From an optimization exercise on the open Yosys and OpenROAD flow, aimed at small area, a short achievable clock period and few clock cycles per item; shortcuts taken in it are not production practice. Function was checked by simulation only, so behaviour that the tests miss may differ from the original. No activity file was given, so power comes from the tool's default toggle rates.

Setup of harbor:
## luma_block_mean_mosaic
module luma_block_mean_mosaic (
  input  logic                           clk,
  input  logic                           rst_n,
  input  logic                           in_valid,
  output logic                           in_ready,
  input  logic [lbmm_pkg::PIX_W-1:0]     in_pixel,
  input  logic                           in_frame_start,
  output logic                           out_valid,
  input  logic                           out_ready,
  output logic [lbmm_pkg::COORD_W-1:0]   out_block_column,
  output logic [lbmm_pkg::COORD_W-1:0]   out_block_row,
  output logic [lbmm_pkg::MEAN_W-1:0]    out_mean_luma,
  output logic                           out_frame_last,
  input  logic                           cfg_valid,
  output logic                           cfg_ready,
  input  logic [lbmm_pkg::CFG_IDX_W-1:0] cfg_index,
  input  logic [lbmm_pkg::CFG_W-1:0]     cfg_data
);
For scale: about 58 I/O pins, about 56,000 um^2 of cells after synthesis.
Settings: LEC_CHECK=0, CAP_MARGIN=20, CORE_MARGIN=2, CORE_UTILIZATION=35, CTS_CLUSTER_DIAMETER=100, CTS_CLUSTER_SIZE=25, PLACE_DENSITY=0.5, SLEW_MARGIN=20, SYNTH_MEMORY_MAX_BITS=4096; clock period 12.0 ns.
standard.sh (not shown) runs the stock make flow with config.mk's settings and CLKGATE_MAP_FILE= SYNTH_SCRIPT=/design/flow/synth_recipe.tcl, a recipe that flattens the netlist after the stock synthesis.
==> flow/flow/run.sh <==
#!/bin/bash
# Standard ORFS layout, with repair_timing asked for extra setup margin so
# that it keeps improving paths well below the design's clock period.
set -euo pipefail
bash standard.sh SETUP_SLACK_MARGIN=8.6 finish > standard_flow.log 2>&1
harbor finished every stage and its layout cleared the timing, design-rule and antenna checks.
Testbench counts of harbor, summed over its fixed seeds: cycles 130,123, pixels 130,066.
### harbor -> amber
- a change of PLACE_DENSITY from 0.5 to 0.65
- a change of CORE_UTILIZATION from 35 to 55
--- outcome ---
- amber ends up with a number of buffers created by CTS that is 1 lower than in harbor.
- On count of multi-input gates, harbor tracks amber almost exactly.
- Per the comparison of amber with harbor, critical path depth did not really move, number of sequential cells did not really move, part of the total power dissipated in the clock network went down, global-route total usage across every layer went up, inserted tap cell count went down.
- amber against harbor; non-clock buffer count is up by a few percent.
- In amber, the count of cells along the worst register-to-register path came out 6 below the value in harbor.
- Between harbor and amber, the flow reports power decreasing slightly.
What garnet does differently from amber at the input level:
- changing CTS_CLUSTER_SIZE from 25 to 30
- changing CTS_CLUSTER_DIAMETER from 100 to 80
--- outcome ---
Of garnet and amber, it is garnet that has the higher pin slew with the least headroom to its limit.
Re sequential fraction of the synthesis area: no difference whatsoever between garnet and amber.
Clock network fraction of design power down 1.3 points in garnet wrt amber
garnet against amber: final non-filler cell area shrank by 0.55%; total power of the final layout shrank by about 1.7%.

========
luma_block_mean_mosaic, a different RTL version from the one above (not shown whole).
Size in the first run: roughly 3600 cells after synthesis, about 0.056 sq mm of cells after synthesis.
==> flow/config.mk <==
export PLATFORM = sky130hd
export DESIGN_NAME = luma_block_mean_mosaic
export DESIGN_NICKNAME = luma_block_mean_mosaic
export VERILOG_FILES = /design/flow/design.v
export SDC_FILE = /design/flow/constraint.sdc
export NUM_CORES = 4
export LEC_CHECK = 0
export CAP_MARGIN = 20
export CORE_MARGIN = 2
export CORE_UTILIZATION = 70
export CTS_CLUSTER_DIAMETER = 100
export CTS_CLUSTER_SIZE = 25
export PLACE_DENSITY = 0.8
export SLEW_MARGIN = 20
export SYNTH_MEMORY_MAX_BITS = 4096
==> flow/constraint.sdc <==
create_clock -name core_clock -period 12.0 [get_ports {clk}]
set_input_delay 2.4000 -clock core_clock [delete_from_list [all_inputs] [get_ports {clk}]]
set_output_delay 2.4000 -clock core_clock [all_outputs]
set_load 0.01 [all_outputs]
==> flow/flow/run.sh <==
#!/bin/bash
# Standard ORFS layout, with repair_timing asked for extra setup margin so
# that it keeps improving paths well below the design's clock period.
set -euo pipefail
bash standard.sh SETUP_SLACK_MARGIN=8.45 finish > standard_flow.log 2>&1
Testbench counts at the start, summed over its fixed seeds: cycles 130,123, pixels 130,066.
Rerun with:
==> flow/flow/run.sh (replaced) <==
#!/bin/bash
# Standard ORFS layout, with repair_timing asked for extra setup margin so
# that it keeps improving paths well below the design's clock period.
set -euo pipefail
bash standard.sh SETUP_SLACK_MARGIN=8.6 finish > standard_flow.log 2>&1
--- a/flow/config.mk
+++ b/flow/config.mk
@@ -9,6 +9,6 @@
 export CORE_MARGIN = 2
 export CORE_UTILIZATION = 70
-export CTS_CLUSTER_DIAMETER = 100
-export CTS_CLUSTER_SIZE = 25
+export CTS_CLUSTER_DIAMETER = 80
+export CTS_CLUSTER_SIZE = 30
 export PLACE_DENSITY = 0.8
 export SLEW_MARGIN = 20
Clock power falls by 7.1%. Clock skew grows by 0.0037 ns. Hold slack gains 0.0056 ns. Wire length is lower by 1.0%. Maximum frequency barely changes. Worst setup slack stays flat. Cell count stays flat. Core utilization shrinks by 0.30 points. Global-route usage fell by 0.41 points. Critical path depth is unchanged. Die area stays the same.
Rerun with:
--- a/flow/config.mk
+++ b/flow/config.mk
@@ -9,6 +9,6 @@
 export CORE_MARGIN = 2
 export CORE_UTILIZATION = 70
-export CTS_CLUSTER_DIAMETER = 80
-export CTS_CLUSTER_SIZE = 30
+export CTS_CLUSTER_DIAMETER = 100
+export CTS_CLUSTER_SIZE = 25
 export PLACE_DENSITY = 0.8
 export SLEW_MARGIN = 20
Critical path depth is unchanged; total power increases by 2.3%; routed wire length increases by 1.7%; global-route usage increases by 0.43 points.
Rerun with:
--- a/flow/config.mk
+++ b/flow/config.mk
@@ -8,8 +8,8 @@
 export CAP_MARGIN = 20
 export CORE_MARGIN = 2
-export CORE_UTILIZATION = 70
-export CTS_CLUSTER_DIAMETER = 100
-export CTS_CLUSTER_SIZE = 25
-export PLACE_DENSITY = 0.8
+export CORE_UTILIZATION = 55
+export CTS_CLUSTER_DIAMETER = 80
+export CTS_CLUSTER_SIZE = 30
+export PLACE_DENSITY = 0.65
 export SLEW_MARGIN = 20
 export SYNTH_MEMORY_MAX_BITS = 4096
Result: Clock-buffer cell count goes down by 20. Register-to-register slack gains 0.04 ns. Cell count goes up by about 6%. Final area hardly moves. Routed wire length goes down by 17%.

## static timing again, ports no longer ideal
In the flow no input, the clock included, has a driving cell. The finished layouts below were timed again as built, in two steps.
Step 1 (the two cells are an assumption about what drives the block):
set clk [get_ports {clk}]
set_driving_cell -lib_cell sky130_fd_sc_hd__clkbuf_16 $clk
set_driving_cell -lib_cell sky130_fd_sc_hd__buf_2 [delete_from_list [all_inputs] $clk]
Step 2 also shifts input and output timing later by t, the mid clock arrival at the registers, as if the neighbouring blocks saw the same clock.
Slacks: ideal ports / drivers / drivers and shift; pairs: ideal ports / drivers.
| run | t (ns) | setup slack, ns | cell pins on the clock port's net |
|---|---|---|---|
| harbor | 0.792 | 8.351 / 8.276 / 8.192 | 1 |
| amber | 0.758 | 8.392 / 8.325 / 8.149 | 1 |
| garnet | 0.746 | 8.412 / 8.345 / 8.125 | 1 |
| the first run of note 2 | 0.744 | 8.438 / 8.371 / 8.059 | 1 |
| the second run of note 2 | 0.734 | 8.436 / 8.370 / 8.061 | 1 |
| the third run of note 2 | 0.750 | 8.438 / 8.368 / 8.054 | 1 |
| the fourth run of note 2 | 0.750 | 8.412 / 8.347 / 7.997 | 1 |
After both steps setup and hold are still met in every run listed. The setup slack of the fourth run of note 2, which loses most, moves by -0.065 ns with the drivers and by -0.415 ns with both steps.
